Background: an optimization exercise with open tools, aiming at small area, a short achievable clock period and few clock cycles per item. Do not read the settings as production practice.
No run shown here included a check of the RTL's function; only the layout flow was run.
Power is estimated from default activity; no workload was simulated.

==> flow/design.v, too long to show whole: its modules and the start of the top module <==
// module systolic_array_os: 3034 lines
// module sa_fa: 4 lines
// module sa_ha: 4 lines
module systolic_array_os #(
  parameter  int N      = 4,
  parameter  int DATA_W = 8,
  parameter  int ACC_W  = 24,
  parameter  int MAX_K  = 64,
  localparam int KW     = $clog2(MAX_K + 1),
  localparam int IW     = (N > 1) ? $clog2(N) : 1
) (
  input  logic                clk,
  input  logic                reset_n,
  input  logic                start,
  input  logic [KW-1:0]       k_len,
  input  logic                in_valid,
  output logic                in_ready,
  input  logic [N*DATA_W-1:0] a_vec,
  input  logic [N*DATA_W-1:0] b_vec,
  output logic                out_valid,
  input  logic                out_ready,
  output logic [IW-1:0]       out_idx,
  output logic [N*ACC_W-1:0]  out_row,
  output logic                busy,
  output logic                done
);
  // ...
==> flow/flow/run.sh <==
#!/bin/bash
# Standard layout, with timing repair aiming past the design's clock period.
set -euo pipefail
cp standard.sh standard_copy.log
bash standard.sh SETUP_SLACK_MARGIN=6 finish > standard.log 2>&1
==> flow/standard.sh <==
#!/bin/bash
# synth_recipe.tcl (not shown) runs the flow's synth.tcl, then flattens the netlist and writes it again
# the make line also repeats each setting of config.mk as NAME=value (left out here)
make -C /OpenROAD-flow-scripts/flow DESIGN_CONFIG=/design/flow/config.mk WORK_HOME=/design/flow/orfs CLKGATE_MAP_FILE= SYNTH_SCRIPT=/design/flow/synth_recipe.tcl "${@:-finish}"
==> flow/config.mk <==
export PLATFORM = sky130hd
export DESIGN_NAME = systolic_array_os
export DESIGN_NICKNAME = systolic_array_os
export VERILOG_FILES = /design/flow/design.v
export SDC_FILE = /design/flow/constraint.sdc
export NUM_CORES = 4
export LEC_CHECK = 0
export CAP_MARGIN = 20
export CORE_MARGIN = 2
export CORE_UTILIZATION = 40
export SLEW_MARGIN = 20
export SYNTH_HIERARCHICAL = 1
==> flow/constraint.sdc <==
create_clock -name core_clock -period 9.0 [get_ports {clk}]
set_input_delay 1.8000 -clock core_clock [delete_from_list [all_inputs] [get_ports {clk}]]
set_output_delay 1.8000 -clock core_clock [all_outputs]
set_load 0.01 [all_outputs]
==> flow_summary_export.csv, run 1 <==
group,metric,value,unit
run_status,outcome,"timing/DRC/antenna clean",
die,die_area,150000,um^2
route,first_iter_violations,3019,
synthesis,synth_xor_area_share,10.6,%
timing,fin_tns_setup,0,ns
placement,placed_cell_area,62100,um^2
synthesis,synth_compound_area_share,12.9,%
synthesis,yosys.area.top_type,"dfxtp_1",
synthesis,synth-async-reset-ratio,2.46,%
worst_hold_path,hold_depth,0,
power_and_ir_drop,combPwrFrac,57.3,%
clock_tree,clkSinkCount,812,
clock_tree,cts_setup_buffers,53,
clock_tree,clk_latency,0.72,ns
synthesis,synth_area_per_cell,10.5,um^2
route,wl_per_cell,22.9,um
synthesis,synth_cell_type_count,61,
power_and_ir_drop,finalPower,26.3,mW
grt,gr-usage-met2,37.3,%
route,wl_met2,79600,um
worst_hold_path,hold_start,"wait_q$_DFF_PN0_",
die,die-height,387,um
setup_path,worst_path_largest_cell_delay,0.66,ns
synthesis,synth-main-ff-cell,"dfxtp_1",
layout,final_cells,7623,
synthesis,yosys_warnings,41,
route,vias,41800,
grt,use_met1,32.6,%
setup_path,crit_arrival,3.74,ns
setup_path,r2r_start,"sel_q[0]$_DFFE_PN1P_",
clock_tree,cts_buffers,98,
layout,sh_seq_area,25.8,%
layout,regArea,17300,um^2
synthesis,yosysTopAreaCellShare,24.0,%
synthesis,yosys-top-cells-count,"a22oi_1 (713), dfxtp_1 (704), fa_1 (676)",
timing,rsz0062_at_grt,"yes",
layout,drive_above_1_share,11.4,%
setup_path,r2r_end,"out_q[2][14]$_DFFE_PP_",
power_and_ir_drop,p_switching,10.6,mW
die,rows,140,
die,coreArea,146000,um^2
flow_run,cap_viol_max_count,0,
==> run 2: changes to the inputs <==
==> flow/flow/run.sh (replaced) <==
#!/bin/bash
# Standard layout, with timing repair aiming past the design's clock period.
set -euo pipefail
cp standard.sh standard_copy.log
bash standard.sh SETUP_SLACK_MARGIN=5.7 finish > standard.log 2>&1
==> run 2 against run 1 <==
  * Still clean on timing, DRC and antenna
  * Critical path depth fell by 8
  * Hold slack got worse by 0.00091 ns
  * Die area did not move
  * Clock power rose by 1%
  * Clock skew rose by 0.016 ns
  * Setup slack got worse by 0.021 ns
  * Sequential power barely moved
  * Combinational power barely moved
  * Design area fell by 0.96%
  * First-iteration DRC count rose by 0.70%
  * Final cell count fell by 0.39%
  * Sequential share of layout area rose by 0.22 points
  * Largest power group unchanged
==> flow_summary_export.csv, run 2 <==
group,metric,value,unit
route,first_iter_violations,3040,
synthesis,synth-main-ff-cell,"dfxtp_1",
synthesis,syn-cell-area,58700,um^2
grt,grt_first_pass_wirelength,266000,um
synthesis,synth_cell_type_count,61,
synthesis,synth_area_per_cell,10.5,um^2
grt,gr-total-overflow,0,
power_and_ir_drop,p_per_area,395,nW/um^2
timing,max_freq,303,MHz
grt,grt_max_degree,215,
synthesis,yosys-top-cells-count,"a22oi_1 (713), dfxtp_1 (704), fa_1 (676)",
synthesis,synth_edf_count,88,
die,coreArea,146000,um^2
placement,port_buffers,177,
placement,place_hpwl,105000,um
synthesis,ys_ff_latch,812,
timing,whs,0.347,ns
synthesis,synth-async-reset-ratio,2.46,%
route,wl_per_cell,22.6,um
die,die_area,150000,um^2
route,vias,41200,
die,pin_count,178,
clock_tree,clkSinkCount,812,
timing,rsz0062_at_grt,"yes",
timing,fin_ws,5.71,ns
synthesis,synth_most_common_cell,"a22oi_1",
synthesis,syn_nets,6745,
power_and_ir_drop,peakVddDrop,158,uV
die,rows,140,
die,die_w,387,um
layout,final_util,45.7,%
route,drtPass1Iterations,6,
worst_hold_path,hp-class,"flip-flop to flip-flop",
route,vias_per_cell,5.43,
timing,fin_crit,3.29,ns
clock_tree,htreeDepth,3,
timing,post-route-period-util,36.6,%
synthesis,syn_inst,5598,
timing,fin_tns_setup,0,ns
route,drc,0,
layout,syn2layout_area_growth,13.5,%
synthesis,yosys_warnings,41,
layout,mostFrequentLayoutCells,"a22oi_1 (693), dfxtp_1 (672), fa_1 (668)",
grt,antenna_found_initial,4,
layout,drive_above_1_share,8.42,%
clock_tree,cts_root_buf,"clkbuf_16",
setup_path,end_kind,"flip-flop",
setup_path,required,9.41,ns
placement,gp_congestion,0.829,
setup_path,cp-start-kind,"primary input",
timing,finalSetupViolations,0,
setup_path,worstSetupPathType,"primary input to flip-flop",
layout,top_regs,"acc0: 240 flops, acc1: 240 flops, accu: 112 flops",
clock_tree,cts_hold_buf,0,
synthesis,yosysSeqAreaShare,29.4,%
layout,layout.cells.most_common,"a22oi_1",
power_and_ir_drop,p_leak,27.8,nW
run_status,outcome,"timing/DRC/antenna clean",
flow_run,cap_viol_max_count,0,
grt,grt_usage,22.9,%
placement,place_ws,4.31,ns
synthesis,yosysTopAreaCellShare,24.0,%
timing,slew_viol_final,0,
layout,final_cells,7593,
clock_tree,cts_tree,"built",
die,initial_core_util,40.3,%
die,die-height,387,um
route,finalWirelength,172000,um
route,ant_nets,0,
clock_tree,path_clk_slew,0.06,ns
timing,clock_skew,0.0379,ns
synthesis,yosys.area.top_type,"dfxtp_1",
layout,layout.nets,6740,
clock_tree,clk_latency,0.73,ns
setup_path,critPathMaxFanout,46,
timing,hold_viol,0,
setup_path,crit_arrival,3.70,ns
timing,tightest_slew,1.06,ns
synthesis,synth_area_leaders,"dfxtp_1 (24%), fa_1 (23%), a22oi_1 (9.1%)",
clock_tree,cts_buffers,98,
timing,slew_headroom,29.4,%
placement,place_inst,7347,
grt,grt_pass1_vias,43900,
clock_tree,clockBufferDepth,3,
## run 2: worst max-delay path: stages
cell	delay (ns)
clkdlybuf4s50_1	0.51
nand2_8	0.12
nor2_4	0.04
nor2_4	0.34
clkinvlp_4	0.22
buf_6	0.23
buf_12	0.26
## run 2: worst paths after layout
kind | startpoint | endpoint | slack, ns | cells after the start
setup / recovery | out_ready | out_q[0][3]$_DFFE_PP_ | 5.71 | 7
hold / removal | wait_q$_DFF_PN0_ | ld_q$_DFF_PN0_ | 0.35 | 0
setup reg to reg | sel_q[0]$_DFFE_PN1P_ | out_q[1][8]$_DFFE_PP_ | 5.75 | 12
hold reg to reg | wait_q$_DFF_PN0_ | ld_q$_DFF_PN0_ | 0.35 | 0
max in group asynchronous | reset_n | sel_q[0]$_DFFE_PN1P_ | 7.25 | 2
min in group asynchronous | reset_n | busy_q$_DFFE_PN0P_ | 1.45 | 2
## run 2: Yosys stat by module, one instance, submodules excluded
module             area (um^2)  flip-flops and latches  cells inside
systolic_array_os        43900                     812          4798
sa_fa                     20.0                       0             1
sa_ha                     12.5                       0             1
## run 2: through the flow
stage                     area, um^2  power [mW]
after detailed placement       62000        22.3
after global placement         62000        21.7
after global routing           66600        29.6
final                          66600        26.3
after CTS                      65900        26.6
after floorplan                58800        18.4
## run 2: kinds of logic (layout without fill, tap and decap cells)
family                   Yosys count  after routing  synth area share [%]
adder cells (fa/ha/maj)         1071           1071                  31.5
flip-flops                       812            812                  29.4
multiplexers                      17             17                 0.326
other                              0              1                     0
AO/OA/AOI/OAI                   1061           1061                  12.9
AND/OR/NAND/NOR                 1050           1050                  9.59
buffers and inverters            878            955                  5.71
XOR/XNOR                         709            709                  10.6
## run 2: what timing repair did
| action | 4_1_cts | 5_1_grt |
|---|---|---|
| endpoints found under the setup margin | 241 | 141 |
| pin swaps | 6 | 20 |
| buffers inserted | 26 | 23 |
| cloned | 7 | 7 |
| resized for setup | 232 | 74 |
## run 2: per-layer routing
metal | part of all wire [%] | vias to the layer above | GRT usage, %
met5 | 0 | - | 0
met1 | 43 | 20900 | 31.0
met2 | 46 | 1430 | 37.3
met4 | 2.9 | 0 | 6.51
met3 | 7.6 | 254 | 4.28
li1 | - | 18600 | -
## run 2: layout make-up
| class | instances | area, um^2 |
|---|---|---|
| Fill cell | 13600 | 79100 |
| Multi-Input combinational cell | 3908 | 38600 |
| Sequential cell | 812 | 17300 |
| Timing Repair Buffer | 320 | 3290 |
| Clock buffer | 132 | 2720 |
| Tap cell | 1917 | 2400 |
| Inverter | 453 | 1700 |
| Clock inverter | 50 | 566 |
| Antenna cell | 1 | 2.50 |
## run 2: report_power, final
part / internal [mW] / switching [mW]
registers: 5.70 / 1.48
clock network: 2.41 / 1.70
logic: 7.60 / 7.45

## re-timing with driven ports
No port has a modelled driver above. Below, the same layouts with a new extraction and two added sets of constraints. Step 1: set_driving_cell puts a clkbuf_16 on clk and a buf_2 on each other input, an assumption about the parent block. Step 2 also shifts input and output timing later by t, the mid clock arrival at the registers, as if the neighbouring blocks saw the same clock. Three values: ideal ports, drivers, drivers and shift; two values: the first two.
run	t (ns)	slack for setup (ns)	worst register clock-pin slew, ns
run 1	0.780	5.726 / 5.726 / 5.353	0.07 / 0.07
run 2	0.794	5.705 / 5.672 / 4.963	0.07 / 0.07
After both steps every run listed still meets setup and hold. The setup slack of run 2, which loses most, moves by -0.033 ns with the drivers and by -0.742 ns with both steps.
